This design comes from an exercise in tuning for small area, a short achievable clock period and few clock cycles on the open sky130 flow, not from production work. Only simulation tests tie the RTL to the original design; equivalence was not proved. Power figures rest on the tool's default switching activity, not on a simulated workload.

<file path="flow/run.sh">
#!/bin/bash
# synth_recipe.tcl (not shown) runs the flow's synth.tcl, then flattens the netlist and writes it again
# the make line also repeats each setting of config.mk as NAME=value (left out here)
make -C /OpenROAD-flow-scripts/flow DESIGN_CONFIG=/design/flow/config.mk WORK_HOME=/design/flow/orfs CLKGATE_MAP_FILE= SYNTH_SCRIPT=/design/flow/synth_recipe.tcl finish
</file>
<file path="flow/config.mk">
export PLATFORM = sky130hd
export DESIGN_NAME = cpuTop
export DESIGN_NICKNAME = cpuTop
export VERILOG_FILES = /design/flow/design.v
export SDC_FILE = /design/flow/constraint.sdc
export NUM_CORES = 4
export LEC_CHECK = 0
export CAP_MARGIN = 20
export CORE_MARGIN = 2
export CORE_UTILIZATION = 40
export PLACE_DENSITY = 0.6
export SETUP_SLACK_MARGIN = 2.0
export SLEW_MARGIN = 20
export TNS_END_PERCENT = 100
</file>
<file path="flow/constraint.sdc">
create_clock -name core_clock -period 5.5 [get_ports {clk}]
set_input_delay 1.1000 -clock core_clock [delete_from_list [all_inputs] [get_ports {clk}]]
set_output_delay 1.1000 -clock core_clock [all_outputs]
set_load 0.01 [all_outputs]
</file>
<file path="flow/design.v">
`timescale 1ns/1ps
`default_nettype none
package isaPkg;
    typedef enum logic [1:0] {
        aluReg  = 2'b00,
        aluImm  = 2'b01,
        branch  = 2'b10,
        special = 2'b11
    } instrClass;
    typedef enum logic [3:0] {
        opAdd  = 4'd0,
        opSub  = 4'd1,
        opAnd  = 4'd2,
        opOr   = 4'd3,
        opXor  = 4'd4,
        opNot  = 4'd5,
        opShl  = 4'd6,
        opSra  = 4'd7,
        opSrl  = 4'd8,
        opPass = 4'd9
    } aluOp;
    typedef enum logic [1:0] {
        condAlways      = 2'b00,
        condNegative    = 2'b01,
        condNonNegative = 2'b10,
        condZero        = 2'b11
    } branchCond;
    typedef enum logic [3:0] {
        kindLoad  = 4'b1100,
        kindStore = 4'b1101,
        kindOut   = 4'b1111
    } specialKind;
    typedef struct packed {
        instrClass                      cls;
        aluOp                           op;
        logic [4-1:0] rs;
        logic [4-1:0] rt;
        logic [4-1:0] rd;
        logic [14-1:0]      imm;
    } aluFields;
    typedef struct packed {
        instrClass                      cls;
        logic [1:0]                     kind;
        logic [1:0]                     variant;
        logic [4-1:0] rs;
        logic [4-1:0] rt;
        logic [4-1:0] rd;
        logic [14-1:0]      imm;
    } ctlFields;
    typedef union packed {
        aluFields aluForm;
        ctlFields ctlForm;
    } instrWord;
endpackage
`default_nettype wire
`timescale 1ns/1ps
`default_nettype none
package ctrlPkg;
    typedef enum logic [2:0] {
        fetch     = 3'd0,
        decode    = 3'd1,
        execute   = 3'd2,
        memory    = 3'd3,
        writeback = 3'd4
    } cpuState;
    typedef enum logic {
        regA   = 1'b0,
        nextPc = 1'b1
    } operandA;
    typedef enum logic {
        regB      = 1'b0,
        immediate = 1'b1
    } operandB;
endpackage
`default_nettype wire
`timescale 1ns/1ps
`default_nettype none
module claAdder (
    input  logic [32-1:0] a,
    input  logic [32-1:0] b,
    input  logic                       carryIn,
    output logic [32-1:0] sum
);
    localparam int W = 32;
    localparam int Levels = 5;   
    logic [W-1:0] p0;
    logic [W-1:0] gen [Levels+1];
    logic [W-1:0] prop [Levels+1];
    assign p0 = a ^ b;
    assign gen[0] = (a & b) | {{(W-1){1'b0}}, p0[0] & carryIn};
    assign prop[0] = p0;
    for (genvar l = 0; l < Levels; l++) begin : genLevel
        localparam int D = 1 << l;
        for (genvar i = 0; i < W; i++) begin : genBit
            if (i >= D) begin : genNode
                assign gen[l+1][i] = gen[l][i] | (prop[l][i] & gen[l][i-D]);
                assign prop[l+1][i] = prop[l][i] & prop[l][i-D];
            end else begin : genPass
                assign gen[l+1][i] = gen[l][i];
                assign prop[l+1][i] = prop[l][i];
            end
        end
    end
    assign sum = p0 ^ {gen[Levels][W-2:0], carryIn};
endmodule
`default_nettype wire
`timescale 1ns/1ps
`default_nettype none
module alu (
    input  isaPkg::aluOp               func,
    input  logic                       isSub,
    input  logic [32-1:0] opA,
    input  logic [32-1:0] opB,
    output logic [32-1:0] sum,
    output logic [32-1:0] result
);
    logic shiftOne;
    claAdder adder_i (
        .a      (opA),
        .b      (opB),
        .carryIn(isSub),
        .sum    (sum)
    );
    assign shiftOne = opB[0];
    always_comb begin
        result = '0;
        case (func)
            isaPkg::opAdd,
            isaPkg::opSub:  result = sum;
            isaPkg::opAnd:  result = opA & opB;
            isaPkg::opOr:   result = opA | opB;
            isaPkg::opXor:  result = opA ^ opB;
            isaPkg::opNot:  result = ~opA;
            isaPkg::opShl:  result = shiftOne ? {opA[32-2:0], 1'b0} : opA;
            isaPkg::opSra: begin
                result = shiftOne ? {opA[32-1], opA[32-1:1]} : opA;
            end
            isaPkg::opSrl:  result = shiftOne ? {1'b0, opA[32-1:1]} : opA;
            isaPkg::opPass: result = opB;
            default:        result = '0;
        endcase
    end
endmodule
`default_nettype wire
`timescale 1ns/1ps
`default_nettype none
module regFile (
    input  logic                           clk,
    input  logic                           reset,
    input  logic [4-1:0] rsIdx,
    input  logic [4-1:0] rtIdx,
    input  logic [4-1:0] rdIdx,
    input  logic                           writeEn,
    input  logic [32-1:0]     writeData,
    output logic [32-1:0]     rsData,
    output logic [32-1:0]     rtData
);
    logic [32-1:0] regs [16];
    logic [16-1:0]  written;
    always_ff @(posedge clk) begin
        if (reset) begin
            written <= '0;
        end else if (writeEn) begin
            written[rdIdx] <= 1'b1;
        end
    end
    always_ff @(posedge clk) begin
        if (writeEn) begin
            regs[rdIdx] <= writeData;
        end
    end
    logic [16-1:0] rsHot;
    logic [16-1:0] rtHot;
    always_comb begin
        for (int i = 0; i < 16; i++) begin
            rsHot[i] = written[i] && (rsIdx == i[4-1:0]);
            rtHot[i] = written[i] && (rtIdx == i[4-1:0]);
        end
        rsData = '0;
        rtData = '0;
        for (int i = 0; i < 16; i++) begin
            rsData = rsData | (regs[i] & {32{rsHot[i]}});
            rtData = rtData | (regs[i] & {32{rtHot[i]}});
        end
    end
endmodule
`default_nettype wire
`timescale 1ns/1ps
`default_nettype none
`default_nettype wire
`timescale 1ns/1ps
`default_nettype none
`default_nettype wire
`timescale 1ns/1ps
`default_nettype none
module cpuTop (
    input  logic                       clk,
    input  logic                       reset,
    output logic [32-1:0] wbAdr,
    output logic [32-1:0] wbDatW,
    output logic                       wbWe,
    output logic                       wbCyc,
    output logic                       wbStb,
    input  logic [32-1:0] wbDatR,
    input  logic                       wbAck,
    output logic                       outValid,
    output logic [32-1:0] outData
);
    localparam int W = 32;
    localparam int R = 4;
    localparam int P = 10;
    logic [W-1:0] adr;
    logic         cyc;
    logic         we;
    logic         dreq;       
    logic         dLoad;      
    logic [R-1:0] dRd;        
    logic         squash;     
    logic [W-1:0] oReg;       
    logic         outV;
    logic [P-1:0]     pc;      
    isaPkg::instrWord ir;
    logic             irValid;
    logic             irWait;  
    logic [W-1:0]     aReg;    
    logic [W-1:0]     bReg;    
    logic             useImm;
    logic             subOp;
    logic             fwdA;    
    logic             fwdB;    
    logic             fresh;   
    logic [W-1:0] res;
    logic         resPend;
    logic [R-1:0] resRd;
    logic [1:0] cls;
    logic [3:0] kind;
    logic       isAluClass;
    logic       isBranch;
    logic       isSpecial;
    logic       isLoad;
    logic       isStore;
    logic       isOut;
    logic       isMem;
    logic       predTaken;
    assign cls = ir.aluForm.cls;
    assign kind = {ir.ctlForm.kind, ir.ctlForm.variant};
    assign isAluClass = !cls[1];
    assign isBranch = (cls == isaPkg::branch);
    assign isSpecial = (cls == isaPkg::special);
    assign isLoad = isSpecial && (kind == isaPkg::kindLoad);
    assign isStore = isSpecial && (kind == isaPkg::kindStore);
    assign isOut = isSpecial && (kind == isaPkg::kindOut);
    assign isMem = isSpecial && (kind[3:1] == 3'b110);
    assign predTaken = (ir.ctlForm.variant == isaPkg::condAlways)
                    || ir.aluForm.imm[14-1];
    logic [W-1:0] opA;
    logic [W-1:0] opBFwd;
    logic [W-1:0] rtVal;
    logic [W-1:0] sum;
    logic [W-1:0] aluResult;
    logic [W-1:0] immExt;
    assign immExt = {{(W - 14){ir.aluForm.imm[14-1]}}, ir.aluForm.imm};
    assign opA = fwdA ? res : aReg;
    assign rtVal = fwdB ? res : bReg;
    assign opBFwd = (useImm ? immExt : rtVal) ^ {W{subOp}};
    alu alu_i (
        .func  (ir.aluForm.op),
        .isSub (subOp),
        .opA   (opA),
        .opB   (opBFwd),
        .sum   (sum),
        .result(aluResult)
    );
    logic condMet;
    always_comb begin
        case (ir.ctlForm.variant)
            isaPkg::condAlways:      condMet = 1'b1;
            isaPkg::condNegative:    condMet = opA[W-1];
            isaPkg::condNonNegative: condMet = !opA[W-1];
            default:                 condMet = (opA == '0);
        endcase
    end
    logic [P-1:0] target;
    assign target = pc + immExt[P-1:0];
    logic         redirect;
    logic [P-1:0] fixAdr;
    assign redirect = fresh && isBranch && (predTaken != condMet);
    assign fixAdr = condMet ? target : pc;
    isaPkg::instrWord fetched;
    logic             fIsBranch;
    logic             fPredTaken;
    logic             fUseImm;
    logic             fSub;
    assign fetched = wbDatR;
    assign fIsBranch = (fetched.aluForm.cls == isaPkg::branch);
    assign fPredTaken = fIsBranch && ((fetched.ctlForm.variant == isaPkg::condAlways)
                                      || fetched.aluForm.imm[14-1]);
    assign fUseImm = (fetched.aluForm.cls == isaPkg::aluImm) || fIsBranch
                  || ((fetched.aluForm.cls == isaPkg::special)
                      && (fetched.ctlForm.kind == 2'b11) && !fetched.ctlForm.variant[1]);
    assign fSub = !fetched.aluForm.cls[1] && (fetched.aluForm.op == isaPkg::opSub);
    logic [P-1:0] fTarget;
    assign fTarget = adr[P-1:0] + (fetched.aluForm.imm[P-1:0] + P'(32'd4));
    logic         aluExec;
    logic         dataAck;
    logic         loadAck;
    logic [W-1:0] rsData;
    logic [W-1:0] rtData;
    logic [W-1:0] aNext;
    logic [W-1:0] bNext;
    assign aluExec = fresh && isAluClass;
    assign dataAck = cyc && wbAck && dreq;
    assign loadAck = dataAck && dLoad;
    regFile regFile_i (
        .clk      (clk),
        .reset    (reset),
        .rsIdx    (fetched.aluForm.rs),
        .rtIdx    (fetched.aluForm.rt),
        .rdIdx    (resPend ? resRd : dRd),
        .writeEn  (resPend || loadAck),
        .writeData(resPend ? res : wbDatR),
        .rsData   (rsData),
        .rtData   (rtData)
    );
    assign aNext = (resPend && resRd == fetched.aluForm.rs) ? res : rsData;
    assign bNext = (resPend && resRd == fetched.aluForm.rt) ? res : rtData;
    logic         fetchAck;
    logic         goodFetch;
    logic         memNext;    
    logic [P-1:0] adrNext4;
    assign fetchAck = cyc && wbAck && !dreq;
    assign goodFetch = fetchAck && !squash && !redirect;
    assign memNext = irValid && !irWait && isMem;
    assign adrNext4 = adr[P-1:0] + P'(32'd4);
    always_ff @(posedge clk) begin
        if (reset) begin
            adr <= 32'h0000_0000;
            cyc <= 1'b1;
            we <= 1'b0;
            dreq <= 1'b0;
            squash <= 1'b0;
            irValid <= 1'b0;
            irWait <= 1'b0;
            fresh <= 1'b0;
            outV <= 1'b0;
            resPend <= 1'b0;
        end else begin
            fresh <= (goodFetch && !memNext) || (dataAck && irWait);
            outV <= fresh && isOut;
            resPend <= aluExec;
            if (fetchAck) begin
                irValid <= goodFetch;
            end
            if (goodFetch) begin
                irWait <= memNext;
                pc <= adrNext4;
                if (memNext) begin
                    adr <= sum;
                    we <= isStore;
                    dreq <= 1'b1;
                end else begin
                    adr <= W'(fPredTaken ? fTarget : adrNext4);
                end
            end else if (fetchAck) begin
                squash <= 1'b0;
                adr <= W'(redirect ? fixAdr : pc);
            end else if (dataAck) begin
                dreq <= 1'b0;
                we <= 1'b0;
                irWait <= 1'b0;
                adr <= W'((isBranch && predTaken) ? target : pc);
            end else if (redirect) begin
                squash <= 1'b1;
                pc <= fixAdr;
            end
        end
    end
    always_ff @(posedge clk) begin
        if (aluExec) begin
            res <= aluResult;
            resRd <= ir.aluForm.rd;
        end
        if (fresh && isOut) begin
            oReg <= sum;
        end else if (fetchAck && memNext) begin
            oReg <= rtVal;
        end
        if (fetchAck) begin
            dLoad <= isLoad;
            dRd <= ir.aluForm.rd;
            ir <= fetched;
            aReg <= aNext;
            bReg <= bNext;
            useImm <= fUseImm;
            subOp <= fSub;
            fwdA <= aluExec && (ir.aluForm.rd == fetched.aluForm.rs);
            fwdB <= aluExec && (ir.aluForm.rd == fetched.aluForm.rt);
        end else if (loadAck) begin
            if (ir.aluForm.rs == dRd) begin
                aReg <= wbDatR;
            end
            if (ir.aluForm.rt == dRd) begin
                bReg <= wbDatR;
            end
        end
    end
    assign wbAdr = adr;
    assign wbCyc = cyc;
    assign wbStb = cyc;
    assign wbWe = we;
    assign wbDatW = oReg;
    assign outValid = outV;
    assign outData = oReg;
endmodule
`default_nettype wire
</file>
==> results of run 1 <==
-- cell usage in the layout, fill, tap and decap left out, types with 15 or more instances in the layout --
cell and count:
nand4_1 83, ha_1 72, nor2_4 18, buf_4 197, xnor2_1 51, o211ai_1 17
nand2_1 177, clkdlybuf4s50_1 126, a22oi_1 239, edfxtp_1 695, mux2_2 71, o21ai_1 17
o21ai_0 174, a21oi_2 18, buf_6 15, nor3_1 20, clkbuf_1 22, a21oi_1 106
inv_1 87, ha_4 20, a211oi_1 16, nor2_1 148, a21o_1 20, nand3_1 45
nor2b_1 24, clkbuf_16 82, nand2b_1 18, and3_4 30, xor2_1 40, mux2i_1 68
dfxtp_1 55, a22o_1 152, a221oi_1 180
-- cells in the mapped netlist, drive strengths merged, types with 37 or more instances --
cell	instances	area, um^2
edfxtp	695	20900
ha	98	1230
clkbuf	223	837
a221oi	181	1600
mux2i	78	781
a21oi	130	654
nor2	176	661
nand2	183	689
xnor2	66	578
xor2	46	403
nand3	50	250
a22o	152	1330
a22oi	240	1800
dfxtp	56	1120
nand4	83	519
buf	65	385
mux2	87	980
o21ai	213	1080
and3	37	231
inv	91	342
-- metrics by stage --
step                      instance area, um^2  hold WS [ns]
final                                   46600         0.451
after floorplan                         38600         0.436
after global placement                  41300         0.450
after detailed placement                41300         0.457
after CTS                               45800         0.466
after global routing                    46600         0.469
-- layout make-up --
class | count | area [um^2]
Sequential cell | 751 | 22000
Inverter | 91 | 347
Timing Repair Buffer | 365 | 3420
Fill cell | 8316 | 48600
Tap cell | 1265 | 1580
Clock inverter | 46 | 544
Multi-Input combinational cell | 2103 | 16600
Antenna cell | 1 | 2.50
Clock buffer | 105 | 2140
-- repair_timing --
action / CTS / global route
endpoints found under the setup margin: 122 / 211
cloned: 1 / 1
pin swaps: 84 / 57
gates resized for setup: 209 / 105
setup buffers: 95 / 37
endpoints found under the hold margin: 0 / 0
-- logic make-up after synthesis --
| group | count (synthesis) | share of synthesized area [%] |
|---|---|---|
| compound gates | 1077 | 20.2 |
| xor+xnor | 112 | 2.55 |
| fa+ha+maj | 101 | 3.34 |
| buf+inv | 379 | 4.07 |
| flops | 751 | 57.2 |
| mux | 165 | 4.58 |
| other cells | 1 | 0.00975 |
| simple gates | 646 | 8.03 |
-- layer usage --
metal  up-vias  routed length (um)  GRT usage (%)
li1      13100                   -              -
met1     15200               56000           37.7
met2      2306               66400           45.6
met3       532               17000           6.92
met4         2                8050           14.0
met5         -                  10              0
-- flip-flops by register name, summed over array words and instances (netlist names), 4 cells and up --
| register | count |
|---|---|
| regFile_i.regs | 512 |
| aReg | 32 |
| adr | 32 |
| bReg | 32 |
| ir | 32 |
| oReg | 32 |
| res | 32 |
| regFile_i.written | 16 |
| pc | 10 |
| dRd | 4 |
| resRd | 4 |
-- critical path, stage by stage (launching register included) --
cell and delay (ns):
edfxtp_1 0.41, buf_12 0.17, buf_12 0.13, buf_16 0.13
mux2_4 0.32, o21ai_4 0.18, xor2_2 0.21, inv_2 0.08
ha_4 0.28, and4_4 0.21, nand3_2 0.07, a21o_1 0.20
a21oi_4 0.24, o21ai_4 0.09, o31ai_4 0.33, nor4_2 0.09
nor3_2 0.24, o221ai_1 0.14
-- where the power goes --
part / internal [mW] / switching (mW)
Clock: 3.16 / 2.42
Sequential: 6.37 / 0.0971
Combinational: 0.995 / 1.33
Total: 10.5 / 3.85
-- how the worst min path moves through the flow --
| stage | start | end | slack [ns] | cells after the start |
|---|---|---|---|---|
| finish | adr[27] | adr[27] | 0.45 | 2 |
| CTS | squash | squash | 0.47 | 2 |
| detailed placement | squash | squash | 0.46 | 2 |
| floorplan | squash | squash | 0.44 | 2 |
| global placement | squash | squash | 0.45 | 2 |
| global route | adr[27] | adr[27] | 0.47 | 2 |
==> results.txt, run 1 <==
CTS HTree Levels: 3
Cell Count, Final, Fillers Out: 4,727
VDD IR max: 0.261 mV
HPWL after detailed placement: 92.5 mm
Critical path arrival: 4.18 ns
CTS max path bufs: 3
Iter 0 DRT Violations: 4,573
Worst r2r src: fwdB
Top FF cell, synth: edfxtp_1
Area delta synth->final: 21.2%
Reg-to-Reg End: res[30]
Register-to-Register Path Depth: 17
Post-synth EDFFs: 695
Syn Std Cell Area: 38,500 um^2
Maximum fanout along the worst path: 6
F_max: 0.262 GHz
Core box area: 95,200 um^2
Layout cells sized above 1: 19.7%
Net count, final: 3,529
Setup crit end: res[30]
DP Worst Slack: 1.03 ns
Syn_area_per_cell: 11.9 um^2
Placed cell count: 4,440
CP startpoint: fwdB
Final setup margin: 1.68 ns
Die Footprint: 98,600 um^2
Setup TNS: 0 ns
Die Height: 314 um
MaxCap Viol Count: 0
Final wirelength: 147 mm
Worst skew pair latency: 0.67 ns
Crit path launch type: register
Drt pass-1 iters: 6
Via count: 31,200
#FFs+latches synth: 751
Synth Instances: 3,232
Layout Skew: 0.0359 ns
Worst Hold Class: reg -> reg
LEAKAGE: 16.2 nW
Register-to-register setup slack: 1.68 ns
Avg WL per Cell: 31.2 um
Total power: 14.4 mW
Root Buffer: clkbuf_16
Synth unique cells: 74
CTS tree: built
Die width: 314 um
CTS sink count: 751
Final hold vios: 0
Port bufs: 132
RSZ-0062 raised after global routing: yes
Grt ovf: 0
Worst rel slew slack: 29.9%
Tcrit/Tclk final: 69.5%
Number of I/O pins: 135
Drt via density: 6.59
Residual DRC: 0
Synth warn: 6
Post-DRT Antenna Nets: 0
WP data required: 5.86 ns
Period minus WS final: 3.82 ns
Crit Path Class: reg -> reg
Number of CTS-inserted buffers: 81
Post-synth ARST share: 0%
GPL Wtd Cong: 0.928
Setup crit end kind: register
Row count: 113
Largest net degree at the start of global routing: 100
Worst-path clk slew: 0.06 ns
Pwr dens: 309 nW/um^2
Post-layout util: 49.0%
Vias in the first global route: 29,700
Sequential element share of the synthesized area: 57.2%
First-pass GRT wire length: 210 mm
Worst slew pin tran: 1.05 ns
Final setup fails: 0
# hold bufs at CTS: 0
Initial Util: 40.4%
Slew Viols, Final: 0
Initial antenna violation count: 5
Outcome: finished clean
Total track usage: 29.0%
Testbench counts, summed over its fixed seeds: cycles 12,647.
==> run 2, diff against run 1 <==
--- a/flow/config.mk
+++ b/flow/config.mk
@@ -7,2 +7,3 @@
 export LEC_CHECK = 0
+export ABC_AREA = 1
 export CAP_MARGIN = 20
==> run 2 against run 1 <==
Still clean on timing, DRC and antenna. Die area rose by 3.0%. Sequential share of layout area fell by 2.2 points. Setup slack better by 0.34 ns. Sequential cell count unchanged. Global-route usage rose by 4.0 points. Critical path depth down 8. Clock power up 3%.
==> results.txt, run 2 <==
Switching fraction of total power: 28.0% (+1.2 points)
Top-area cell type share of the netlist area: 52.7% (-1.6 points)
Crit Path Class: in -> reg
LEAKAGE: 18.5 nW (+14%)
GPL Wtd Cong: 0.988 (+6.5%)
#FFs+latches synth: 751 (unchanged)
Worst skew pair latency: 0.69 ns (+0.02 ns)
Die Height: 319 um (+1.5%)
HPWL after detailed placement: 112 mm (+21%)
Drt pass-1 iters: 7 (+1)
Synth warn: 6 (unchanged)
CTS tree: built
Syn Std Cell Area: 39,600 um^2 (+3.0%)
Largest net degree at the start of global routing: 180 (+80%)
Initial antenna violation count: 6 (+1)
MaxCap Viol Count: 0 (unchanged)
# hold bufs at CTS: 0 (unchanged)
Sequential element share of the synthesized area: 55.5% (-1.7 points)
Most frequent cells in the layout: nand2_1, edfxtp_1, inv_1
Worst path cell trace: clkdlybuf4s50_1, nor2_1, nand3_1, clkinvlp_4, buf_4, a221oi_1, nand2_1, nor4_1, o22ai_1
Crit path launch type: input port
Max FFs per register: 512 (unchanged)
Top reg by flops: regFile_i.regs
Die Footprint: 102,000 um^2 (+3.0%)
Area delta synth->final: 23.4%
Top FF cell, synth: edfxtp_1
Post-synth top area cell: edfxtp_1
Period minus WS final: 3.49 ns (-0.336 ns)
Post-route cell area: 48,900 um^2 (+5.0%)
Grt ovf: 0 (unchanged)
CTS max path bufs: 3 (unchanged)
Syn_area_per_cell: 9.62 um^2 (-19%)
Pwr dens: 296 nW/um^2 (-4.0%)
Core box area: 98,300 um^2 (+3.3%)
P_int: 10.4 mW (-0.93%)
Vias in the first global route: 33,400 (+12%)
Synth Instances: 4,117 (+27%)
Critical path arrival: 3.85 ns (-0.33 ns)
Tcrit/Tclk final: 63.4% (-6.1 points)
Clk pwr share: 39.9% (+1.1 points)
Post-synth ARST share: 0% (unchanged)
Net count, final: 4,550 (+29%)
DP Worst Slack: 0.810 ns (-0.224 ns)
Slew Viols, Final: 0 (unchanged)
Synth unique cells: 57 (-23%)
Psw: 4.06 mW (+5.4%)
Total power: 14.5 mW (+0.76%)
Iter 0 DRT Violations: 6,127 (+34%)
Number of I/O pins: 135 (unchanged)
Final setup margin: 2.01 ns (+0.336 ns)
Total track usage: 33.0% (+4.0 points)
Commonest non-fill, non-tap cell in the layout: nand2_1
Worst-path clk slew: 0.06 ns (about the same)
Final hold vios: 0 (unchanged)
Layout cells sized above 1: 17.5% (-2.3 points)
Synth top cells by count: nand2_1, edfxtp_1, inv_1
WP buf/inv: 3 (-1)
Avg WL per Cell: 30.4 um (-2.7%)
Worst path max stage delay: 0.65 ns (+0.24 ns)
Ranking of synthesized cells by area: edfxtp_1, nand2_1, inv_1
Initial Util: 40.3% (-0.096 points)
Row count: 115 (+1.8%)
Post-synth EDFFs: 695 (unchanged)
Worst rel slew slack: 25.1% (-4.8 points)
Worst slew pin tran: 1.12 ns (+0.0709 ns)
Residual DRC: 0 (unchanged)
Maximum fanout along the worst path: 11 (+5)
VDD IR max: 0.268 mV (+2.7%)
Port bufs: 132 (unchanged)
CTS HTree Levels: 3 (unchanged)
Post-DP Area: 43,100 um^2 (+4.2%)
Post-DRT Antenna Nets: 0 (unchanged)
Number of CTS-inserted buffers: 83 (+2.5%)
Outcome: finished clean
Top Family by Delay on Critical Path: buffers and inverters
Setup crit end kind: register
Layout fillers: 8,934 (+7.4%)
Die width: 319 um (+1.5%)
F_max: 0.287 GHz (+9.6%)
Final setup fails: 0 (unchanged)
Via count: 36,400 (+17%)
Setup TNS: 0 ns (unchanged)
Logic pwr share: 15.6% (-0.6 points)
Layout Skew: 0.0548 ns (+0.0189 ns)
Most frequent cell after synthesis: nand2_1
Sequential Power Share: 44.5% (-0.5 points)
WP data required: 5.86 ns (about the same)
First-pass GRT wire length: 241 mm (+15%)
Worst Hold Class: reg -> reg
RSZ-0062 raised after global routing: yes
Critical path's slowest cell: clkdlybuf4s50_1
Root Buffer: clkbuf_16
CTS sink count: 751 (unchanged)
Drt via density: 6.30 (-4.3%)
Final wirelength: 175 mm (+19%)
-- run 2: kinds of logic after synthesis --
logic type      share of synthesized area (%)
buf+inv                                  8.05
compound gates                           17.4
simple gates                             13.7
mux                                    0.0505
other cells                           0.00946
flops                                    55.5
xor+xnor                                 2.03
fa+ha+maj                                3.25
-- run 2: tightest hold or removal path, stage by stage (launching register included) --
cell and delay, ns:
dfxtp_1 0.30, nand2_1 0.06, a21oi_1 0.05
-- run 2: final cells by class --
type	count	area, um^2	area share [%]
timing repair buffer	435	3960	8.09
tap	1287	1610	3.29
multi-input combinational	2576	16200	33.2
clock inverter	53	612	1.25
clock buffer	101	2170	4.45
timing repair inverter	5	80.1	0.164
sequential	751	22000	45.0
antenna	4	10.0	0.0205
inverter	562	2230	4.56
-- run 2: through the flow --
stage | hold slack, ns | util (%) | cells
2_1_floorplan | 0.441 | - | 4118
3_3_place_gp | 0.450 | 43.8 | 5483
3_5_place_dp | 0.454 | 43.8 | 5483
4_1_cts | 0.462 | 47.5 | 5680
5_1_grt | 0.487 | 49.8 | 5771
6_report | 0.463 | 49.8 | 5774
-- run 2: per-layer routing --
| layer | track usage [%] | share of wire (%) | wire [um] |
|---|---|---|---|
| met2 | 50.6 | 43 | 75900 |
| met4 | 20.4 | 7.8 | 13700 |
| met5 | 0 | 0.026 | 45 |
| met1 | 40.7 | 35 | 61700 |
| met3 | 10.2 | 14 | 23800 |
-- run 2: worst paths after layout --
check | startpoint | end | slack, ns | depth (start not counted)
setup / recovery | wbDatR[19] | bReg[28] | 2.01 | 9
hold / removal | adr[11] | adr[11] | 0.46 | 2
setup reg to reg | fwdB | res[24] | 2.02 | 23
hold reg to reg | adr[11] | adr[11] | 0.46 | 2
-- run 2: power by group through the flow --
| stage | Sequential [mW] | Combinational, mW | Clock, mW |
|---|---|---|---|
| global placement | 6.57 | 1.68 | 0 |
| detailed placement | 6.57 | 1.68 | 0 |
| global route | 6.45 | 2.40 | 6.02 |
| CTS | 6.45 | 1.79 | 5.80 |
| finish | 6.45 | 2.26 | 5.78 |
| floorplan | 6.53 | 1.06 | 0 |
-- run 2: what timing repair did --
action | in CTS | in global routing
endpoints found under the hold margin | 0 | 0
cloned | 2 | 5
endpoints found under the setup margin | 192 | 405
pin swaps | 5 | 64
gates resized for setup | 144 | 334
setup buffers | 41 | 84
==> run 3, diff against run 2 <==
--- a/flow/config.mk
+++ b/flow/config.mk
@@ -7,7 +7,6 @@
 export LEC_CHECK = 0
-export ABC_AREA = 1
 export CAP_MARGIN = 20
 export CORE_MARGIN = 2
-export CORE_UTILIZATION = 40
-export PLACE_DENSITY = 0.6
+export CORE_UTILIZATION = 55
+export PLACE_DENSITY = 0.7
 export SETUP_SLACK_MARGIN = 2.0
==> run 3 against run 2 <==
Still clean. Global-route usage increased by 6.3 points. Final area fell by 4.6%. Synthesized cell count fell by 21%. Die area fell by 29%. Hold slack got worse by 0.0045 ns. Sequential power hardly changed. Count of clock-buffer cells in the layout shrank 8. Power is 1.3% lower. Largest power group unchanged.
==> results.txt, run 3 <==
Outcome: finished clean
Number of I/O pins: 135 (unchanged)
Synth top cells by count: edfxtp_1, a22oi_1, clkbuf_1
Ranking of synthesized cells by area: edfxtp_1, a22oi_1, a221oi_1
Drt via density: 7.23 (+15%)
Layout cells sized above 1: 21.0% (+3.5 points)
MaxCap Viol Count: 0 (unchanged)
Cell Count, Final, Fillers Out: 4,464 (-23%)
Root Buffer: clkbuf_16
Most frequent cells in the layout: edfxtp_1, buf_4, a22oi_1
Tcrit/Tclk final: 71.2% (+7.8 points)
Syn Std Cell Area: 38,500 um^2 (-2.9%)
Layout Skew: 0.0434 ns (-0.0114 ns)
Top reg by flops: regFile_i.regs
Port bufs: 132 (unchanged)
Slew Viols, Final: 0 (unchanged)
Maximum fanout along the worst path: 6 (-5)
Die width: 268 um (-16%)
CP startpoint: fwdB
Via count: 32,300 (-11%)
CTS sink count: 751 (unchanged)
Layout fillers: 4,951 (-45%)
Synth unique cells: 74 (+30%)
Worst skew pair latency: 0.68 ns (about the same)
Area delta synth->final: 21.4%
Die Height: 268 um (-16%)
Post-synth EDFFs: 695 (unchanged)
Syn_area_per_cell: 11.9 um^2 (+24%)
#FFs+latches synth: 751 (unchanged)
Avg WL per Cell: 32.6 um (+7.3%)
F_max: 0.256 GHz (-11%)
Post-synth ARST share: 0% (unchanged)
Worst slew pin tran: 1.02 ns (-0.0998 ns)
CTS tree: built
Row count: 96 (-17%)
Max FFs per register: 512 (unchanged)
Worst r2r src: fwdB
Die Footprint: 72,000 um^2 (-29%)
Final setup fails: 0 (unchanged)
Setup crit end kind: register
Most frequent cell after synthesis: edfxtp_1
WP data required: 5.86 ns (about the same)
Critical path arrival: 4.27 ns (+0.42 ns)
Pwr dens: 306 nW/um^2 (+3.4%)
Final hold vios: 0 (unchanged)
Synth Instances: 3,232 (-21%)
Drt pass-1 iters: 10 (+3)
CTS HTree Levels: 3 (unchanged)
Hold wc startpoint: adr[21]
Top FF cell, synth: edfxtp_1
Initial Util: 55.8% (+15 points)
Number of CTS-inserted buffers: 78 (-6.0%)
Net count, final: 3,605 (-21%)
Crit path launch type: register
Post-DRT Antenna Nets: 0 (unchanged)
Residual DRC: 0 (unchanged)
Period minus WS final: 3.91 ns (+0.429 ns)
Core box area: 68,900 um^2 (-30%)
CTS max path bufs: 3 (unchanged)
Setup TNS: 0 ns (unchanged)
Initial antenna violation count: 4 (-2)
Placed cell count: 4,122 (-25%)
Grt ovf: 0 (unchanged)
Total track usage: 39.3% (+6.3 points)
Antenna Cells: 0 (-4)
RSZ-0062 raised after global routing: yes
GPL Wtd Cong: 1.01 (+2.7%)
HPWL after detailed placement: 90.1 mm (-19%)
Crit Path Class: reg -> reg
Largest net degree at the start of global routing: 99 (-45%)
Sequential element share of the synthesized area: 57.2% (+1.7 points)
LEAKAGE: 16.7 nW (-10%)
First-pass GRT wire length: 205 mm (-15%)
Worst Hold Class: reg -> reg
Iter 0 DRT Violations: 5,487 (-10%)
Worst rel slew slack: 31.6% (+6.5 points)
Post-synth top area cell: edfxtp_1
Top-area cell type share of the netlist area: 54.3% (+1.6 points)
Vias in the first global route: 30,400 (-8.9%)
Commonest non-fill, non-tap cell in the layout: edfxtp_1
Synth warn: 6 (unchanged)
VDD IR max: 0.291 mV (+8.5%)
Worst-path clk slew: 0.06 ns (about the same)
Final wirelength: 145 mm (-17%)
run 3: timing repair:
item	CTS	global route
buffers inserted	127	66
cloned	0	4
pin swaps	57	84
hold buffers	0	0
endpoints found under the setup margin	233	234
resized for setup	156	146
endpoints found under the hold margin	0	0
run 3: worst paths after layout:
kind	end	cells past startpoint	slack, ns
min	adr[21]	2	0.46
min reg2reg	adr[21]	2	0.46
max	res[30]	16	1.59
max reg2reg	res[30]	16	1.59
run 3: kinds of logic after synthesis:
family / count (synthesis) / share of synthesized area (%)
AO/OA/AOI/OAI: 1077 / 20.2
flip-flops: 751 / 57.2
AND/OR/NAND/NOR: 646 / 8.03
buffers and inverters: 379 / 4.07
multiplexers: 165 / 4.58
XOR/XNOR: 112 / 2.55
adder cells (fa/ha/maj): 101 / 3.34
other: 1 / 0.00975
run 3: critical path: stages, from the launching register on:
cell       delay (ns)
edfxtp_1         0.48
buf_4            0.18
buf_6            0.12
mux2_4           0.32
mux2i_4          0.18
xor2_2           0.23
inv_2            0.09
ha_4             0.32
buf_4            0.13
o2111ai_4        0.12
a21o_1           0.26
a21oi_4          0.20
o21ai_4          0.11
o31ai_4          0.39
nor4_4           0.08
nor3_4           0.27
o221ai_2         0.13
run 3: area by class of cell:
cell class                 count  area (um^2)  area share [%]
sequential                   751        22000            47.1
multi-input combinational   2103        16400            35.0
timing repair buffer         444         4150            8.89
clock buffer                  93         2020            4.32
tap                          931         1160            2.50
clock inverter                51          656            1.40
inverter                      91          344           0.737
run 3: power breakdown:
| group | internal, mW | switching, mW |
|---|---|---|
| sequential | 6.37 | 0.0987 |
| combinational | 1.01 | 1.34 |
| clock | 3.11 | 2.38 |
run 3: per-layer routing:
layer | wire length, um | up-vias | part of all wire [%] | global-route usage, %
met3 | 21000 | 730 | 14 | 11.5
met2 | 64600 | 2951 | 44 | 61.1
met1 | 49800 | 15400 | 34 | 49.6
met4 | 9980 | 2 | 6.9 | 22.0
li1 | - | 13200 | - | -
met5 | 12 | - | 0.0083 | 0
run 3: stage by stage:
stage / hold slack (ns) / util [%] / power [mW] / worst slack, ns / area (um^2)
4_1_cts: 0.462 / 66.0 / 14.0 / 1.69 / 45500
3_3_place_gp: 0.445 / 59.6 / 8.17 / 0.970 / 41100
3_5_place_dp: 0.448 / 59.6 / 8.19 / 0.842 / 41100
2_1_floorplan: 0.436 / - / 7.66 / 1.53 / 38600
5_1_grt: 0.480 / 67.7 / 14.7 / 1.51 / 46700
6_report: 0.458 / 67.7 / 14.3 / 1.59 / 46700
==> run 4, diff against run 3 <==
--- a/flow/config.mk
+++ b/flow/config.mk
@@ -9,5 +9,5 @@
 export CORE_MARGIN = 2
-export CORE_UTILIZATION = 55
-export PLACE_DENSITY = 0.7
-export SETUP_SLACK_MARGIN = 2.0
+export CORE_UTILIZATION = 40
+export PLACE_DENSITY = 0.6
+export SETUP_SLACK_MARGIN = 1.6
 export SLEW_MARGIN = 20
==> run 4 against run 3 <==
Sequential power is essentially flat. Combinational power fell by about 20%. Sequential share of layout area up 1.8 points. Power fell by 0.70%. Final area shrank 3.6%. Highest routed layer is now met4. Setup slack better by 0.032 ns. First-iteration DRC count decreased by 6.9%. Still clean on timing, DRC and antenna. Final cell count increased by 3.9%.
==> results.txt, run 4 <==
Commonest non-fill, non-tap cell in the layout: edfxtp_1
Largest net degree at the start of global routing: 105 (+6.1%)
Critical path arrival: 4.35 ns (+0.08 ns)
Hold slack: 0.459 ns (+0.000750 ns)
Initial antenna violation count: 0 (-4)
Area delta synth->final: 17.0%
Synth unique cells: 74 (unchanged)
Via count: 30,800 (-4.5%)
CTS HTree Levels: 3 (unchanged)
Ranking of synthesized cells by area: edfxtp_1, a22oi_1, a221oi_1
Setup crit end kind: register
Root Buffer: clkbuf_16
Number of I/O pins: 135 (unchanged)
Hold wc startpoint: adr[21]
Critical path's slowest cell: and3_2
WHS Endpoint: adr[21]
Port bufs: 132 (unchanged)
Final hold vios: 0 (unchanged)
Core box area: 95,200 um^2 (+38%)
Initial Util: 40.4% (-15 points)
Cell Count, Final, Fillers Out: 4,639 (+3.9%)
Worst path cell trace: clkdlybuf4s50_1, nor2b_1, and3_2, buf_4, a22oi_1, nand4_1, nor2_1, nand2_1, o21ai_0, o21ai_0
Register-to-register setup slack: 1.65 ns (+0.06 ns)
Register-to-Register Path Depth: 17 (+1)
Row count: 113 (+18%)
Outcome: finished clean
Grt ovf: 0 (unchanged)
Antenna Cells: 0 (unchanged)
Crit Path Class: in -> reg
Most frequent cells in the layout: edfxtp_1, a22oi_1, o21ai_0
Hold depth: 2 (unchanged)
First-pass GRT wire length: 208 mm (+1.8%)
Die Footprint: 98,600 um^2 (+37%)
Setup TNS: 0 ns (unchanged)
Max FFs per register: 512 (unchanged)
Residual DRC: 0 (unchanged)
Synth warn: 6 (unchanged)
Total track usage: 28.9% (-10 points)
Tcrit/Tclk final: 70.6% (-0.58 points)
CTS tree: built
Reg-to-Reg End: oReg[23]
Final wirelength: 147 mm (+0.90%)
Most frequent cell after synthesis: edfxtp_1
RSZ-0062 raised after global routing: yes
Sequential element share of the synthesized area: 57.2% (unchanged)
Worst slew pin tran: 1.15 ns (+0.132 ns)
Final setup fails: 0 (unchanged)
Die Height: 314 um (+17%)
Vias in the first global route: 29,400 (-3.4%)
F_max: 0.258 GHz (+0.82%)
Period minus WS final: 3.88 ns (-0.0317 ns)
DP Worst Slack: 0.824 ns (-0.0182 ns)
CTS sink count: 751 (unchanged)
#FFs+latches synth: 751 (unchanged)
Top FF cell, synth: edfxtp_1
Crit path launch type: input port
Layout fillers: 8,455 (+71%)
Die width: 314 um (+17%)
GPL Wtd Cong: 0.951 (-6.3%)
Worst rel slew slack: 23.0% (-8.5 points)
Post-synth top area cell: edfxtp_1
Maximum fanout along the worst path: 26 (+20)
VDD IR max: 0.259 mV (-11%)
Net count, final: 3,444 (-4.5%)
Layout Skew: 0.0334 ns (-0.0101 ns)
Iter 0 DRT Violations: 5,106 (-6.9%)
Slew Viols, Final: 0 (unchanged)
Worst Hold Class: reg -> reg
Worst-path clk slew: 0.07 ns (about the same)
Worst skew pair latency: 0.67 ns (about the same)
Placed cell count: 4,452 (+8.0%)
MaxCap Viol Count: 0 (unchanged)
Syn Std Cell Area: 38,500 um^2 (unchanged)
Number of CTS-inserted buffers: 82 (+5.1%)
Critical Path Most Common Cell: o21ai_0
Drt pass-1 iters: 8 (-2)
WP data required: 5.97 ns (+0.11 ns)
Post-synth EDFFs: 695 (unchanged)
Syn_area_per_cell: 11.9 um^2 (unchanged)
Post-synth ARST share: 0% (unchanged)
Avg WL per Cell: 31.6 um (-2.9%)
Drt via density: 6.65 (-8.1%)
Synth top cells by count: edfxtp_1, a22oi_1, clkbuf_1
Layout cells sized above 1: 14.8% (-6.1 points)
Worst r2r src: fwdB
Final setup margin: 1.62 ns (+0.0317 ns)
HPWL after detailed placement: 93.0 mm (+3.3%)
Pwr dens: 316 nW/um^2 (+3.0%)
Top-area cell type share of the netlist area: 54.3% (unchanged)
Post-DRT Antenna Nets: 0 (unchanged)
Synth Instances: 3,232 (unchanged)
Worst path max stage delay: 1.01 ns (+0.53 ns)
Top reg by flops: regFile_i.regs
CTS max path bufs: 3 (unchanged)
LEAKAGE: 15.7 nW (-6.1%)
-- run 4: routing by layer --
metal  routed length [um]  GRT usage, %
met5                    0         0.145
met4                 7660          13.5
met3                18300          7.04
met2                64400          44.1
met1                56400          38.7
-- run 4: how the worst max path moves through the flow --
stage,from,endpoint,slack (ns),cells past startpoint
floorplan,wbAck,aReg[0],1.53,2
global placement,fwdB,res[30],0.95,16
detailed placement,fwdB,res[30],0.82,16
CTS,fwdB,res[30],1.58,17
global route,fwdB,oReg[31],1.52,16
finish,wbDatR[24],aReg[18],1.62,10
-- run 4: metrics by stage --
| stage | instance area, um^2 | util [%] | power [mW] |
|---|---|---|---|
| 2_1_floorplan | 38500 | - | 7.63 |
| 3_3_place_gp | 41300 | 43.4 | 8.18 |
| 3_5_place_dp | 41300 | 43.4 | 8.18 |
| 4_1_cts | 44500 | 46.7 | 14.1 |
| 5_1_grt | 45000 | 47.3 | 14.6 |
| 6_report | 45000 | 47.3 | 14.2 |
-- run 4: layout make-up --
| class | instances | area, um^2 | area share [%] |
|---|---|---|---|
| clock buffers | 95 | 2120 | 4.72 |
| clock inverters | 55 | 711 | 1.58 |
| inverters | 91 | 342 | 0.759 |
| multi-input cells | 2103 | 15600 | 34.8 |
| flip-flops and latches | 751 | 22000 | 48.9 |
| well taps | 1265 | 1580 | 3.52 |
| repair buffers | 279 | 2590 | 5.76 |
-- run 4: timing repair --
item,in CTS,in global routing
hold buffers,0,0
pin swaps,10,9
setup endpoints to repair,61,55
setup buffers,17,17
hold endpoints to repair,0,0
gates cloned,1,0
resized for setup,39,80
-- run 4: worst max-delay path: cells and delay by family --
family                 cells  cell delay, ns
AOI/OAI and AO/OA          3            0.41
buffers and inverters      2            1.17
and+or+nand+nor            5            1.65
-- run 4: report_power, final --
part	internal, mW	total (mW)	switching (mW)
Sequential	6.37	6.47	0.0997
Combinational	0.714	1.88	1.16
Clock	3.45	5.85	2.40
-- run 4: cells by family after synthesis --
logic type | share of synthesized area, %
buf+inv | 4.07
other cells | 0.00975
mux | 4.58
xor+xnor | 2.55
fa+ha+maj | 3.34
compound gates | 20.2
simple gates | 8.03
flops | 57.2
==> run 5, diff against run 4 <==
--- a/flow/design.v
+++ b/flow/design.v
@@ -226,2 +226,3 @@
     logic [W-1:0]     bReg;    
+    logic [W-1:0]     opB;     
     logic             useImm;
@@ -230,2 +231,3 @@
     logic             fwdB;    
+    logic             fwdOpB;  
     logic             fresh;   
@@ -264,3 +266,3 @@
     assign rtVal = fwdB ? res : bReg;
-    assign opBFwd = (useImm ? immExt : rtVal) ^ {W{subOp}};
+    assign opBFwd = fwdOpB ? (res ^ {W{subOp}}) : opB;
     alu alu_i (
@@ -292,2 +294,3 @@
     logic             fUseImm;
+    logic [W-1:0]     fImm;
     logic             fSub;
@@ -301,2 +304,4 @@
     assign fSub = !fetched.aluForm.cls[1] && (fetched.aluForm.op == isaPkg::opSub);
+    assign fImm = {{(W - 14){fetched.aluForm.imm[14-1]}},
+                   fetched.aluForm.imm};
     logic [P-1:0] fTarget;
@@ -393,2 +398,3 @@
             bReg <= bNext;
+            opB <= (fUseImm ? fImm : bNext) ^ {W{fSub}};
             useImm <= fUseImm;
@@ -397,2 +403,3 @@
             fwdB <= aluExec && (ir.aluForm.rd == fetched.aluForm.rt);
+            fwdOpB <= aluExec && (ir.aluForm.rd == fetched.aluForm.rt) && !fUseImm;
         end else if (loadAck) begin
@@ -403,2 +410,5 @@
                 bReg <= wbDatR;
+                if (!useImm) begin
+                    opB <= wbDatR ^ {W{subOp}};
+                end
             end
--- a/flow/config.mk
+++ b/flow/config.mk
@@ -10,4 +10,6 @@
 export CORE_UTILIZATION = 40
+export CTS_BUF_LIST = sky130_fd_sc_hd__clkbuf_8
+export CTS_CLUSTER_SIZE = 24
 export PLACE_DENSITY = 0.6
-export SETUP_SLACK_MARGIN = 1.6
+export SETUP_SLACK_MARGIN = 2.0
 export SLEW_MARGIN = 20
==> run 5 against run 4 <==
Largest power group unchanged. Sequential power grew 4.6%. Area after synthesis grew 5.2%. Register-to-register slack gained 0.06 ns. Core utilization grew 1.2 points. Power shrank 0.69%. Count of clock-buffer cells in the layout grew 52. Hold slack gained 0.026 ns. Sequential cell count grew 30. Combinational power grew 6%. Via count grew 9.4%. Highest routed layer is now met5. Routed wire length grew 10%.
==> results.txt, run 5 <==
Syn Std Cell Area: 40,400 um^2 (+5.2%)
Total power: 14.1 mW (-0.69%)
HPWL after detailed placement: 98.5 mm (+5.9%)
VDD IR max: 0.227 mV (-12%)
Worst Hold Class: reg -> reg
Worst path cell trace: buf_12, buf_4, mux2i_4, inv_2, fa_2, a211oi_2, o21bai_2, a221oi_2, buf_4, o21bai_4, a21o_1, a21o_1, a311oi_2, xor2_2, o221ai_2
Register-to-Register Path Depth: 15 (-2)
Post-DRT Antenna Nets: 0 (unchanged)
Slew Viols, Final: 0 (unchanged)
Initial antenna violation count: 4 (+4)
Setup crit end kind: register
Vias in the first global route: 31,200 (+6.1%)
Layout Skew: 0.0426 ns (+0.00926 ns)
Tcrit/Tclk final: 68.9% (-1.7 points)
Via count: 33,800 (+9.4%)
Setup TNS: 0 ns (unchanged)
Drt via density: 6.62 (-0.40%)
Pwr dens: 291 nW/um^2 (-7.9%)
Synth Instances: 3,493 (+8.1%)
Port bufs: 132 (unchanged)
Number of CTS-inserted buffers: 137 (+67%)
WP buf/inv: 4 (+2)
LEAKAGE: 16.8 nW (+7.3%)
Outcome: finished clean
Worst r2r src: fwdA
Iter 0 DRT Violations: 5,618 (+10%)
Setup crit end: res[24]
Sequential element share of the synthesized area: 56.6% (-0.57 points)
Core box area: 100,000 um^2 (+5.2%)
Net count, final: 3,825 (+11%)
Die width: 322 um (+2.5%)
Top-area cell type share of the netlist area: 53.8% (-0.43 points)
Critical path arrival: 4.35 ns (about the same)
Ranking of synthesized cells by area: edfxtp_1, a22oi_1, a221oi_1
Die Height: 322 um (+2.5%)
Synth top cells by count: edfxtp_1, a22oi_1, nand2_1
CTS HTree Levels: 4 (+1)
CTS max path bufs: 3 (unchanged)
Worst slew pin tran: 0.917 ns (-0.238 ns)
CTS sink count: 781 (+4.0%)
Drt pass-1 iters: 8 (unchanged)
Grt ovf: 0 (unchanged)
Number of I/O pins: 135 (unchanged)
Root Buffer: clkbuf_8
Syn_area_per_cell: 11.6 um^2 (-2.7%)
Crit Path Class: reg -> reg
WP data required: 6.06 ns (+0.09 ns)
Hold slack: 0.485 ns (+0.0259 ns)
Critical Path Stages: 15 (+5)
Total track usage: 29.8% (+0.92 points)
Top reg by flops: regFile_i.regs
Max FFs per register: 512 (unchanged)
F_max: 0.264 GHz (+2.5%)
Layout cells sized above 1: 18.9% (+4.1 points)
GPL Wtd Cong: 0.930 (-2.2%)
Post-synth EDFFs: 725 (+4.3%)
#FFs+latches synth: 781 (+4.0%)
Worst rel slew slack: 38.8% (+16 points)
Row count: 116 (+2.7%)
Crit path launch type: register
Final hold vios: 0 (unchanged)
Synth unique cells: 79 (+6.8%)
Top Family by Delay on Critical Path: compound AO/OA/AOI/OAI gates
Critical path's slowest cell: edfxtp_1
Register-to-register setup slack: 1.71 ns (+0.06 ns)
Worst-path clk slew: 0.07 ns (about the same)
Post-synth ARST share: 0% (unchanged)
Top FF cell, synth: edfxtp_1
Final wirelength: 162 mm (+10%)
Synth warn: 6 (unchanged)
# hold bufs at CTS: 0 (unchanged)
Residual DRC: 0 (unchanged)
Worst path max stage delay: 0.45 ns (-0.56 ns)
Period minus WS final: 3.79 ns (-0.0946 ns)
Most frequent cells in the layout: edfxtp_1, a22oi_1, nand2_1
MaxCap Viol Count: 0 (unchanged)
CTS tree: built
Maximum fanout along the worst path: 5 (-81%)
Worst skew pair latency: 0.85 ns (+0.18 ns)
Largest net degree at the start of global routing: 76 (-28%)
First-pass GRT wire length: 223 mm (+7.1%)
Commonest non-fill, non-tap cell in the layout: edfxtp_1
Area delta synth->final: 20.0%
Reg-to-Reg End: res[24]
Die Footprint: 104,000 um^2 (+5.1%)
Post-synth top area cell: edfxtp_1
CP startpoint: fwdA
Most frequent cell after synthesis: edfxtp_1
RSZ-0062 raised after global routing: yes
Final setup fails: 0 (unchanged)
Avg WL per Cell: 31.8 um (+0.54%)
Initial Util: 40.4% (about the same)
run 5: changes by cell type after synthesis, sizes merged, moves of 43 or more:
cell | previous run | this run
a22oi | 240 | 284
buf | 65 | 108
nand2 | 183 | 271
nor2 | 176 | 219
o21ai | 213 | 163
xnor2 | 66 | 109
run 5: kinds of logic (layout without fill, tap and decap cells):
| group | Yosys count | in the layout | synth area share, % |
|---|---|---|---|
| XOR/XNOR | 140 | 140 | 3.03 |
| flip-flops | 781 | 781 | 56.6 |
| AND/OR/NAND/NOR | 784 | 791 | 8.96 |
| multiplexers | 155 | 155 | 4.01 |
| other | 1 | 4 | 0.00927 |
| adder cells (fa/ha/maj) | 102 | 102 | 3.23 |
| buffers and inverters | 407 | 703 | 4.25 |
| AO/OA/AOI/OAI | 1123 | 1123 | 19.9 |
run 5: power by group:
group | internal, mW | switching, mW | total (mW)
clock | 2.77 | 2.57 | 5.34
sequential | 6.65 | 0.120 | 6.77
combinational | 0.786 | 1.21 | 1.99
run 5: cell type report:
cell class / count / area (um^2)
fillers: 8803 / 51600
flip-flops and latches: 781 / 22900
multi-input cells: 2313 / 17500
repair buffers: 355 / 3420
clock buffers: 147 / 2020
well taps: 1298 / 1620
clock inverters: 101 / 632
inverters: 100 / 375
diodes: 2 / 5.00
run 5: repair_timing:
action / in CTS / in global routing
gates cloned: 3 / 8
pin swaps: 25 / 49
endpoints found under the hold margin: 0 / 0
resized for setup: 168 / 158
buffers inserted: 60 / 38
setup endpoints to repair: 100 / 138
run 5: worst min path at each step:
stage | start | to | slack (ns) | cells past startpoint
after floorplan | regFile_i.written[1] | regFile_i.written[1] | 0.44 | 2
after global placement | adr[30] | adr[30] | 0.46 | 2
after detailed placement | adr[30] | adr[30] | 0.46 | 2
after CTS | adr[30] | adr[30] | 0.47 | 2
after global routing | adr[30] | adr[30] | 0.51 | 2
final | adr[30] | adr[30] | 0.48 | 2
run 5: worst register-to-register path: stages, from the launching register on:
cell and delay [ns]:
edfxtp_1 0.45, buf_12 0.18, buf_4 0.15, mux2i_4 0.27, inv_2 0.09, fa_2 0.43
a211oi_2 0.22, o21bai_2 0.11, a221oi_2 0.24, buf_4 0.19, o21bai_4 0.07, a21o_1 0.15
a21o_1 0.20, a311oi_2 0.37, xor2_2 0.28, o221ai_2 0.12
run 5: through the flow:
| step | setup slack, ns | std cells | cell area, um^2 | utilization [%] |
|---|---|---|---|---|
| 2_1_floorplan | 1.89 | 3494 | 40600 | - |
| 3_3_place_gp | 1.01 | 4736 | 43300 | 43.3 |
| 3_5_place_dp | 0.962 | 4738 | 43400 | 43.3 |
| 4_1_cts | 1.74 | 5049 | 47400 | 47.3 |
| 5_1_grt | 1.61 | 5096 | 48500 | 48.5 |
| 6_report | 1.71 | 5097 | 48500 | 48.5 |
run 5: layer usage:
| metal | track usage [%] | vias up | wire length (um) |
|---|---|---|---|
| met3 | 7.58 | 627 | 20300 |
| met4 | 17.0 | 2 | 11200 |
| li1 | - | 14000 | - |
| met2 | 45.0 | 2678 | 70700 |
| met1 | 38.9 | 16400 | 59900 |
| met5 | 0 | - | 19 |
Testbench counts of run 5, summed over its fixed seeds: cycles 12,647.
==> run 6, diff against run 5 <==
--- a/flow/design.v
+++ b/flow/design.v
@@ -226,3 +226,2 @@
     logic [W-1:0]     bReg;    
-    logic [W-1:0]     opB;     
     logic             useImm;
@@ -231,3 +230,2 @@
     logic             fwdB;    
-    logic             fwdOpB;  
     logic             fresh;   
@@ -266,3 +264,3 @@
     assign rtVal = fwdB ? res : bReg;
-    assign opBFwd = fwdOpB ? (res ^ {W{subOp}}) : opB;
+    assign opBFwd = (useImm ? immExt : rtVal) ^ {W{subOp}};
     alu alu_i (
@@ -294,3 +292,2 @@
     logic             fUseImm;
-    logic [W-1:0]     fImm;
     logic             fSub;
@@ -304,4 +301,2 @@
     assign fSub = !fetched.aluForm.cls[1] && (fetched.aluForm.op == isaPkg::opSub);
-    assign fImm = {{(W - 14){fetched.aluForm.imm[14-1]}},
-                   fetched.aluForm.imm};
     logic [P-1:0] fTarget;
@@ -398,3 +393,2 @@
             bReg <= bNext;
-            opB <= (fUseImm ? fImm : bNext) ^ {W{fSub}};
             useImm <= fUseImm;
@@ -403,3 +397,2 @@
             fwdB <= aluExec && (ir.aluForm.rd == fetched.aluForm.rt);
-            fwdOpB <= aluExec && (ir.aluForm.rd == fetched.aluForm.rt) && !fUseImm;
         end else if (loadAck) begin
@@ -410,5 +403,2 @@
                 bReg <= wbDatR;
-                if (!useImm) begin
-                    opB <= wbDatR ^ {W{subOp}};
-                end
             end
==> flow/flow/run.sh (new file) <==
#!/bin/bash
# The standard layout (the standard.sh, standard synthesis included),
# with the port buffers made from buf_2 cells instead of the flow's default
# choice: every input and output port still gets its own buffer.
set -o pipefail
cp standard.sh standard_sh.log
export BUFFER_PORTS_ARGS="-buffer_cell sky130_fd_sc_hd__buf_2"
bash standard.sh > standard.log 2>&1
==> flow/standard.sh (new file) <==
#!/bin/bash
# synth_recipe.tcl (not shown) runs the flow's synth.tcl, then flattens the netlist and writes it again
# the make line also repeats each setting of config.mk as NAME=value (left out here)
make -C /OpenROAD-flow-scripts/flow DESIGN_CONFIG=/design/flow/config.mk WORK_HOME=/design/flow/orfs CLKGATE_MAP_FILE= SYNTH_SCRIPT=/design/flow/synth_recipe.tcl "${@:-finish}"
--- a/flow/config.mk
+++ b/flow/config.mk
@@ -7,2 +7,3 @@
 export LEC_CHECK = 0
+export ABC_AREA = 1
 export CAP_MARGIN = 20
@@ -10,6 +11,4 @@
 export CORE_UTILIZATION = 40
-export CTS_BUF_LIST = sky130_fd_sc_hd__clkbuf_8
-export CTS_CLUSTER_SIZE = 24
 export PLACE_DENSITY = 0.6
-export SETUP_SLACK_MARGIN = 2.0
+export SETUP_SLACK_MARGIN = 2.4
 export SLEW_MARGIN = 20
removed: flow/run.sh
==> run 6 against run 5 <==
Still clean on timing, DRC and antenna. Final area is 3.2% higher. Count of clock-buffer cells in the layout is 47 lower. Final cell count is 15% higher. Sequential share of layout area is 3.3 points lower. Largest power group unchanged.
==> results.txt, run 6 <==
Die Height: 319 um (-1.0%)
CTS tree: built
Initial Util: 40.3% (-0.059 points)
Worst-path clk slew: 0.06 ns (about the same)
Iter 0 DRT Violations: 6,437 (+15%)
Drt pass-1 iters: 14 (+6)
Grt ovf: 0 (unchanged)
Port bufs: 132 (unchanged)
VDD IR max: 0.255 mV (+12%)
Worst Hold Class: reg -> reg
Max FFs per register: 512 (unchanged)
Net count, final: 4,650 (+22%)
F_max: 0.291 GHz (+10%)
Root Buffer: clkbuf_16
Register-to-register setup slack: 2.06 ns (+0.35 ns)
Die Footprint: 102,000 um^2 (-2.0%)
Critical path arrival: 3.81 ns (-0.54 ns)
Top FF cell, synth: edfxtp_1
Worst skew pair latency: 0.69 ns (-0.16 ns)
LEAKAGE: 19.3 nW (+15%)
Final hold vios: 0 (unchanged)
Placed cell count: 5,479 (+16%)
Setup crit end kind: register
Number of CTS-inserted buffers: 82 (-40%)
Total track usage: 33.5% (+3.7 points)
Period minus WS final: 3.44 ns (-0.345 ns)
Maximum fanout along the worst path: 7 (+2)
Synth warn: 6 (unchanged)
Commonest non-fill, non-tap cell in the layout: nand2_1
Number of I/O pins: 135 (unchanged)
Post-synth top area cell: edfxtp_1
Register-to-Register Path Depth: 22 (+7)
CTS HTree Levels: 3 (-1)
Sequential element share of the synthesized area: 55.5% (-1.1 points)
Syn_area_per_cell: 9.62 um^2 (-17%)
Core box area: 98,300 um^2 (-1.9%)
Synth top cells by count: nand2_1, edfxtp_1, inv_1
Crit path launch type: register
Final wirelength: 179 mm (+10%)
CP startpoint: fwdB
Syn Std Cell Area: 39,600 um^2 (-2.0%)
Largest net degree at the start of global routing: 101 (+33%)
Most frequent cells in the layout: nand2_1, edfxtp_1, inv_1
Row count: 115 (-0.86%)
DP Worst Slack: 1.09 ns (+0.129 ns)
Area delta synth->final: 26.4%
Crit Path Class: reg -> reg
Final setup margin: 2.06 ns (+0.345 ns)
Post-layout util: 51.0% (+2.5 points)
MaxCap Viol Count: 0 (unchanged)
Reg-to-Reg End: res[24]
Layout fillers: 8,703 (-1.1%)
Post-synth EDFFs: 695 (-4.1%)
Slew Viols, Final: 0 (unchanged)
Worst slew pin tran: 1.23 ns (+0.316 ns)
Ranking of synthesized cells by area: edfxtp_1, nand2_1, inv_1
Via count: 37,100 (+9.9%)
Hold wc startpoint: adr[11]
Most frequent cell after synthesis: nand2_1
Synth unique cells: 57 (-28%)
Vias in the first global route: 34,100 (+9.3%)
Top reg by flops: regFile_i.regs
First-pass GRT wire length: 246 mm (+10%)
Initial antenna violation count: 4 (unchanged)
Outcome: finished clean
Drt via density: 6.33 (-4.5%)
Final setup fails: 0 (unchanged)
CTS max path bufs: 3 (unchanged)
Layout Skew: 0.0487 ns (+0.00604 ns)
WHS Endpoint: adr[11]
Pwr dens: 294 nW/um^2 (+1.0%)
CTS sink count: 751 (-3.8%)
Post-DRT Antenna Nets: 0 (unchanged)
WP data required: 5.86 ns (-0.20 ns)
Cell Count, Final, Fillers Out: 5,863 (+15%)
#FFs+latches synth: 751 (-3.8%)
Tcrit/Tclk final: 62.6% (-6.3 points)
Layout cells sized above 1: 24.6% (+5.6 points)
Synth Instances: 4,117 (+18%)
Residual DRC: 0 (unchanged)
Hold depth: 2 (unchanged)
GPL Wtd Cong: 1.02 (+10%)
Avg WL per Cell: 30.5 um (-4.2%)
Post-synth ARST share: 0% (unchanged)
Worst rel slew slack: 17.7% (-21 points)
Setup TNS: 0 ns (unchanged)
RSZ-0062 raised after global routing: yes
Top-area cell type share of the netlist area: 52.7% (-1.2 points)
Worst r2r src: fwdB
HPWL after detailed placement: 113 mm (+15%)
Die width: 319 um (-1.0%)
## run 6: cell families (layout without fill, tap and decap cells)
group,after synthesis,count (layout),share of synthesized area (%)
AND/OR/NAND/NOR,1296,1298,13.7
AO/OA/AOI/OAI,1081,1081,17.4
buffers and inverters,793,1247,8.05
flip-flops,751,751,55.5
adder cells (fa/ha/maj),101,101,3.25
XOR/XNOR,92,92,2.03
multiplexers,2,2,0.0505
other,1,4,0.00946
## run 6: area by class of cell
class                      count  area [um^2]  area share (%)
multi-input combinational   2576        17100            34.2
sequential                   751        22000            43.9
antenna                        2         5.00         0.00999
clock buffer                 100         2130            4.25
inverter                     562         2280            4.55
timing repair buffer         533         4340            8.67
tap                         1287         1610            3.22
timing repair inverter         8          104           0.207
clock inverter                44          503            1.00
## run 6: how the worst max path moves through the flow
stage                                 endpoint  cells after the start
after CTS                              res[24]                     22
after global placement                oReg[22]                     18
after floorplan           regFile_i.regs[4][0]                      7
after detailed placement               res[22]                     18
final                                  res[24]                     22
after global routing                   res[24]                     22
## run 6: repair_timing
| item | 4_1_cts | 5_1_grt |
|---|---|---|
| pin swaps | 49 | 121 |
| gates resized for setup | 336 | 377 |
| endpoints found under the setup margin | 357 | 485 |
| buffers inserted | 118 | 107 |
| gates cloned | 8 | 5 |
| hold buffers | 0 | 0 |
## run 6: routing by layer
layer / wire length (um) / part of all wire (%) / vias to the layer above / track usage (%)
met3: 24800 / 14 / 853 / 10.6
met5: 69 / 0.039 / - / 0
met1: 63100 / 35 / 17500 / 41.2
met4: 13600 / 7.6 / 6 / 19.8
li1: - / - / 15500 / -
met2: 77200 / 43 / 3210 / 51.6
## run 6: report_power, final
| part | internal (mW) | leakage, nW | switching, mW |
|---|---|---|---|
| clock | 3.11 | 1.28 | 2.46 |
| sequential | 6.37 | 6.84 | 0.0848 |
| combinational | 1.02 | 11.2 | 1.66 |
## run 6: through the flow
stage / instance area [um^2] / power [mW] / hold WS (ns)
2_1_floorplan: 39700 / 7.60 / 0.441
3_5_place_dp: 42400 / 8.23 / 0.452
3_3_place_gp: 42400 / 8.24 / 0.449
5_1_grt: 50100 / 15.1 / 0.482
6_report: 50100 / 14.7 / 0.464
4_1_cts: 47600 / 14.1 / 0.462
## run 6: critical path, cell delays in order (launching register included)
cell and delay (ns):
edfxtp_1 0.41, buf_6 0.16, buf_12 0.14, inv_16 0.08, nand2_2 0.08, o21ai_4 0.07, inv_2 0.07, o21ai_4 0.18
xor2_2 0.21, inv_2 0.07, ha_4 0.35, nand2_8 0.09, nor2_4 0.15, inv_2 0.07, nor2_4 0.14, nand2_4 0.07
nand2_4 0.08, nor2_4 0.04, o21ai_2 0.20, xor2_1 0.20, inv_1 0.08, nand2_1 0.07, o2111ai_2 0.12
Testbench counts of run 6, summed over its fixed seeds: cycles 12,647.

-- what the ideal ports hide --
The results above use ideal ports. As a check the final layouts listed here were re-extracted and re-timed, cells and wires unchanged.
Step 1, drivers: a clkbuf_16 drives clk and a buf_2 each remaining input, both assumed.
Step 2 also shifts input and output timing later by t, the mid clock arrival at the registers, as if the neighbouring blocks saw the same clock.
a / b / c = ideal ports / drivers / drivers and shift; a / b = the first two.
run | shift t [ns] | slack for setup (ns) | hold WS [ns] | worst setup path after step 2 | worst register clock-pin slew, ns
run 1 | 0.718 | 1.679 / 1.679 / 1.375 | 0.451 / 0.451 / 0.451 | input to register | 0.07 / 0.07
run 2 | 0.742 | 2.015 / 2.019 / 1.319 | 0.463 / 0.463 / 0.463 | input to register | 0.07 / 0.07
run 3 | 0.718 | 1.586 / 1.586 / 1.225 | 0.458 / 0.458 / 0.458 | input to register | 0.07 / 0.07
run 4 | 0.715 | 1.618 / 1.651 / 0.942 | 0.459 / 0.459 / 0.459 | input to register | 0.07 / 0.07
run 5 | 0.897 | 1.712 / 1.712 / 1.252 | 0.485 / 0.485 / 0.485 | input to register | 0.07 / 0.07
run 6 | 0.731 | 2.058 / 2.058 / 1.664 | 0.464 / 0.464 / 0.464 | input to register | 0.08 / 0.08
After both steps setup and hold are still met in every run listed. For run 2, which loses most, drivers alone change the setup slack by +0.004 ns; drivers and shift together by -0.696 ns.
